What follows belongs to an exercise in optimizing a design on an open flow for small area; a production flow would make more cautious choices. At most, simulation tests tie the RTL to the original design; equivalence was not proved. Power and IR drop assume default switching activity.

Setup of pine:
==> flow/design.v <==
`timescale 1ns/100ps
package isa_pkg;
   typedef struct packed {
      logic [3:0] op;
      logic [3:0] f_s;   
      logic [3:0] f_a;
      logic [3:0] f_b;
   } instr_t;
   localparam logic [3:0] OP_JZ    = 4'b1000;
   localparam logic [3:0] OP_JNZ   = 4'b1001;
   localparam logic [3:0] OP_LOADI = 4'b1010;
   localparam logic [3:0] OP_STOP  = 4'b1111;
endpackage
`timescale 1ns/100ps
package core_pkg;
   typedef logic [31:0] word_t;
   typedef logic [7:0]  pc_t;
endpackage
`timescale 1ns/100ps
module instr_decoder (
   input  logic [15:0] code,
   input  logic        rst_n,
   output logic [15:0] sel_a,      
   output logic [15:0] sel_b,      
   output logic [15:0] wr_sel,     
   output logic        write_en,
   output logic        imm_en,
   output logic        jz,
   output logic        jnz,
   output logic        stop
);
   logic [3:0] op;
   assign op = code[15:12];
   assign imm_en   = op == isa_pkg::OP_LOADI;
   assign write_en = (~op[3] & ~(op[2] & op[1])) | imm_en;
   assign jz       = op == isa_pkg::OP_JZ;
   assign jnz      = op == isa_pkg::OP_JNZ;
   assign stop     = op == isa_pkg::OP_STOP;
   for (genvar r = 0; r < 16; r++) begin : g_dec
      assign sel_a[r]  = code[7:4]  == 4'(r);
      assign sel_b[r]  = code[3:0]  == 4'(r);
      assign wr_sel[r] = (code[11:8] == 4'(r)) & write_en & rst_n;
   end
endmodule
`timescale 1ns/100ps
module pc_unit (
   input  logic       clk,
   input  logic       rst_n,
   input  logic       jz,
   input  logic       jnz,
   input  logic       stop,
   input  logic [7:0] target,
   input  logic [7:0] a_low,
   output logic [7:0] pc,
   output logic [7:0] next_pc,
   output logic       branch_en
);
   logic a_zero;
   assign a_zero    = a_low == 8'd0;
   assign branch_en = (jz & a_zero) | (jnz & ~a_zero);
   always_comb begin
      if (!rst_n)
         next_pc = 8'd0;
      else if (stop)
         next_pc = pc;
      else if (branch_en)
         next_pc = target;
      else
         next_pc = pc + 8'd1;
   end
   always_ff @(posedge clk)
      pc <= next_pc;
endmodule
`timescale 1ns/100ps
module reg_file (
   input  logic        clk,
   input  logic [15:0] sel_a,
   input  logic [15:0] sel_b,
   input  logic [15:0] wr_sel,
   input  logic [31:0] wdata,
   output logic [31:0] a,
   output logic [31:0] b
);
   logic [15:0][31:0] regs;
   for (genvar r = 0; r < 16; r++) begin : g_reg
      always_ff @(posedge clk)
         if (wr_sel[r])
            regs[r] <= wdata;
   end
   always_comb
      for (int i = 0; i < 32; i++) begin
         logic [15:0] ta, tb;
         for (int r = 0; r < 16; r++) begin
            ta[r] = regs[r][i] & sel_a[r];
            tb[r] = regs[r][i] & sel_b[r];
         end
         a[i] = |ta;
         b[i] = |tb;
      end
endmodule
`timescale 1ns/100ps
module barrel_shifter (
   input  logic [31:0] a,
   input  logic [4:0]  shamt,
   output logic [31:0] y
);
   logic [31:0] s1, s2;
   always_comb begin
      s1 = '0;
      s2 = '0;
      for (int k = 0; k < 4; k++)
         s1 = s1 | ((a >> k) & {32{shamt[1:0] == 2'(k)}});
      for (int k = 0; k < 4; k++)
         s2 = s2 | ((s1 >> (4 * k)) & {32{shamt[3:2] == 2'(k)}});
      y = shamt[4] ? s2 >> 16 : s2;
   end
endmodule
`timescale 1ns/100ps
module exec_unit (
   input  logic [3:0]  op,
   input  logic [7:0]  imm,
   input  logic [31:0] a,
   input  logic [31:0] b,
   output logic [31:0] result
);
   logic [31:0] b_in, p, g, gc, pc, sum, sh_in, sh;
   logic        cin;
   assign cin  = op[0];
   assign b_in = b ^ {32{op[0]}};
   assign p    = a ^ b_in;
   assign g    = a & b_in;
   always_comb begin
      logic [31:0] gn, pn;
      gc    = g;
      pc    = p;
      gc[0] = g[0] | (p[0] & cin);
      for (int d = 1; d < 32; d = d * 2) begin
         gn = gc;
         pn = pc;
         for (int i = 0; i < 32; i++)
            if ((i / d) % 2 == 1) begin
               gn[i] = gc[i] | (pc[i] & gc[(i / d) * d - 1]);
               pn[i] = pc[i] & pc[(i / d) * d - 1];
            end
         gc = gn;
         pc = pn;
      end
   end
   assign sum = p ^ {gc[30:0], cin};
   always_comb
      for (int i = 0; i < 32; i++)
         sh_in[i] = op[0] ? a[i] : a[31 - i];
   barrel_shifter u_shifter (.a(sh_in), .shamt(b[4:0]), .y(sh));
   logic sel_sll, sel_srl, sel_sum, sel_and, sel_xnor, sel_imm;
   assign sel_imm  = op[3];
   assign sel_sll  = ~op[3] & ~op[2] & ~op[1] & ~op[0];
   assign sel_srl  = ~op[3] & ~op[2] & ~op[1] &  op[0];
   assign sel_sum  = ~op[3] & ~op[2] &  op[1];
   assign sel_and  = ~op[3] &  op[2] & ~op[0];
   assign sel_xnor = ~op[3] &  op[2] &  op[0];
   always_comb
      for (int i = 0; i < 32; i++)
         result[i] = (sel_sll  & sh[31 - i]) |
                     (sel_srl  & sh[i])      |
                     (sel_sum  & sum[i])     |
                     (sel_and  & g[i])       |
                     (sel_xnor & p[i])       |
                     (sel_imm  & (i < 8 ? imm[i % 8] : 1'b0));
endmodule
`timescale 1ns/100ps
module cpu_top (
   input  logic                 clk,
   input  logic                 rst_n,
   input  isa_pkg::instr_t      code,
   output core_pkg::pc_t        pc,
   output core_pkg::pc_t        next_pc,
   output core_pkg::word_t      result,
   output logic                 write_en,
   output logic                 imm_en,
   output logic                 branch_en
);
   logic [15:0] sel_a, sel_b, wr_sel;
   logic        jz, jnz, stop;
   logic [31:0] a, b;
   instr_decoder u_decoder (
      .code     (code),
      .rst_n    (rst_n),
      .sel_a    (sel_a),
      .sel_b    (sel_b),
      .wr_sel   (wr_sel),
      .write_en (write_en),
      .imm_en   (imm_en),
      .jz       (jz),
      .jnz      (jnz),
      .stop     (stop)
   );
   reg_file u_regs (
      .clk    (clk),
      .sel_a  (sel_a),
      .sel_b  (sel_b),
      .wr_sel (wr_sel),
      .wdata  (result),
      .a      (a),
      .b      (b)
   );
   exec_unit u_exec (
      .op     (code.op),
      .imm    ({code.f_a, code.f_b}),
      .a      (a),
      .b      (b),
      .result (result)
   );
   pc_unit u_pc (
      .clk       (clk),
      .rst_n     (rst_n),
      .jz        (jz),
      .jnz       (jnz),
      .stop      (stop),
      .target    ({code.f_s, code.f_b}),
      .a_low     (a[7:0]),
      .pc        (pc),
      .next_pc   (next_pc),
      .branch_en (branch_en)
   );
endmodule
Settings: LEC_CHECK=0, CAP_MARGIN=20, CORE_MARGIN=2, CORE_UTILIZATION=55, CTS_BUF_LIST=sky130_fd_sc_hd__clkbuf_8, CTS_CLUSTER_DIAMETER=50, CTS_CLUSTER_SIZE=16, PLACE_DENSITY=0.65, SLEW_MARGIN=20; clock period 12.0 ns.
standard.sh (not shown) runs the stock make flow with config.mk's settings and CLKGATE_MAP_FILE= SYNTH_SCRIPT=/design/flow/synth_recipe.tcl, a recipe that flattens the netlist after the stock synthesis.
==> flow/flow/run.sh <==
#!/bin/bash
# Standard ORFS layout with two changes: the ABC mapping script used by
# synthesis is flow/abc.script (area-oriented &nf mapping with choices),
# and the port buffers are the smallest buffer cell.
set -euo pipefail
W=$PWD
{
  echo "proc abc {args} {"
  echo "  set i [lsearch -exact \$args -script]"
  echo "  if {\$i >= 0} { lset args [expr {\$i + 1}] $W/flow/abc.script }"
  echo "  yosys abc {*}\$args"
  echo "}"
  cat synth_recipe.tcl
} > my_synth.tcl
bash standard.sh SYNTH_SCRIPT=$W/my_synth.tcl synth > synth.log 2>&1
bash standard.sh SYNTH_SCRIPT=$W/my_synth.tcl "BUFFER_PORTS_ARGS=-buffer_cell sky130_fd_sc_hd__buf_1" > layout.log 2>&1
==> flow/flow/abc.script <==
strash
&get -n
&dch -f
&nf -R 1000
&put
topo
stime -c
buffer -c
upsize -c
dnsize -c
diff inputs: pine => maple
--- a/flow/design.v
+++ b/flow/design.v
@@ -87,6 +87,15 @@
          if (wr_sel[r])
             regs[r] <= wdata;
    end
+   function automatic logic pick(input logic [15:0] t);
+      logic [5:0] grp;
+      logic       y;
+      for (int k = 0; k < 5; k++)
+         grp[k] = t[3 * k] | t[3 * k + 1] | t[3 * k + 2];
+      grp[5] = t[15];
+      y = (grp[0] | grp[1] | grp[2]) | (grp[3] | grp[4] | grp[5]);
+      pick = y;
+   endfunction
    always_comb
       for (int i = 0; i < 32; i++) begin
          logic [15:0] ta, tb;
@@ -94,8 +103,8 @@
             ta[r] = regs[r][i] & sel_a[r];
             tb[r] = regs[r][i] & sel_b[r];
          end
-         a[i] = |ta;
-         b[i] = |tb;
+         a[i] = pick(ta);
+         b[i] = pick(tb);
       end
 endmodule
 `timescale 1ns/100ps
@@ -130,21 +139,19 @@
    assign p    = a ^ b_in;
    assign g    = a & b_in;
    always_comb begin
-      logic [31:0] gn, pn;
       gc    = g;
       pc    = p;
       gc[0] = g[0] | (p[0] & cin);
-      for (int d = 1; d < 32; d = d * 2) begin
-         gn = gc;
-         pn = pc;
-         for (int i = 0; i < 32; i++)
-            if ((i / d) % 2 == 1) begin
-               gn[i] = gc[i] | (pc[i] & gc[(i / d) * d - 1]);
-               pn[i] = pc[i] & pc[(i / d) * d - 1];
-            end
-         gc = gn;
-         pc = pn;
-      end
+      for (int d = 1; d < 32; d = d * 2)
+         for (int i = 2 * d - 1; i < 32; i = i + 2 * d) begin
+            gc[i] = gc[i] | (pc[i] & gc[i - d]);
+            pc[i] = pc[i] & pc[i - d];
+         end
+      for (int d = 8; d >= 1; d = d / 2)
+         for (int i = 3 * d - 1; i < 32; i = i + 2 * d) begin
+            gc[i] = gc[i] | (pc[i] & gc[i - d]);
+            pc[i] = pc[i] & pc[i - d];
+         end
    end
    assign sum = p ^ {gc[30:0], cin};
    always_comb
@@ -160,12 +167,12 @@
    assign sel_xnor = ~op[3] &  op[2] &  op[0];
    always_comb
       for (int i = 0; i < 32; i++)
-         result[i] = (sel_sll  & sh[31 - i]) |
-                     (sel_srl  & sh[i])      |
-                     (sel_sum  & sum[i])     |
-                     (sel_and  & g[i])       |
-                     (sel_xnor & p[i])       |
-                     (sel_imm  & (i < 8 ? imm[i % 8] : 1'b0));
+         result[i] = (sel_sum & sum[i]) |
+                     (((sel_sll  & sh[31 - i]) |
+                       (sel_srl  & sh[i])      |
+                       (sel_and  & g[i]))      |
+                      ((sel_xnor & p[i])       |
+                       (sel_imm  & (i < 8 ? imm[i % 8] : 1'b0))));
 endmodule
 `timescale 1ns/100ps
 module cpu_top (
[summary]
- Fmax essentially unchanged between maple and pine.
- Comparing the two runs side by side, maple comes out behind pine on final period demand of the worst path.
- Measured against each other, pine and maple differ in global-route met1 utilization, the lower figure coming from maple.
- Measured against pine, the clock power of maple comes out at 0.936 times the reference value.
- Post-route standard cell area excluding fillers (maple vs. pine) decreases by a few percent
- Floorplan core area (maple over pine): decrease, 2.6%
- Summary of maple over pine: worst reg2reg path depth saw an increase, combinational logic power fell about 5%, worst setup margin went down 0.032 ns.
Only the layout flow was run in pine; the RTL was not checked for function there.

[port drivers added, routing unchanged]
No port has a modelled driver above. Below, the same layouts with a new extraction and two added sets of constraints.
Step 1 sets driving cells, clkbuf_16 on the clock port and buf_2 on the other inputs (assumed; they add their load-dependent delay and slew).
Step 2 also shifts input and output timing later by t, the mid clock arrival at the registers, as if the neighbouring blocks saw the same clock.
Slacks: no drivers / after step 1 / after step 2; pairs: no drivers / after step 1.
run | t (ns) | setup slack, ns | hold WS [ns] | clock arrival spread, ns | worst slew at a driven data input, ns
pine | 0.731 | 0.435 / 0.407 / 0.407 | 0.624 / 0.624 / 0.624 | 0.019 / 0.018 | 0.08
maple | 0.730 | 0.404 / 0.380 / 0.380 | 0.636 / 0.636 / 0.636 | 0.047 / 0.047 | 0.06
After both steps every run listed still meets setup and hold. The setup slack of pine, which loses most, moves by -0.028 ns with the drivers and by -0.028 ns with both steps.
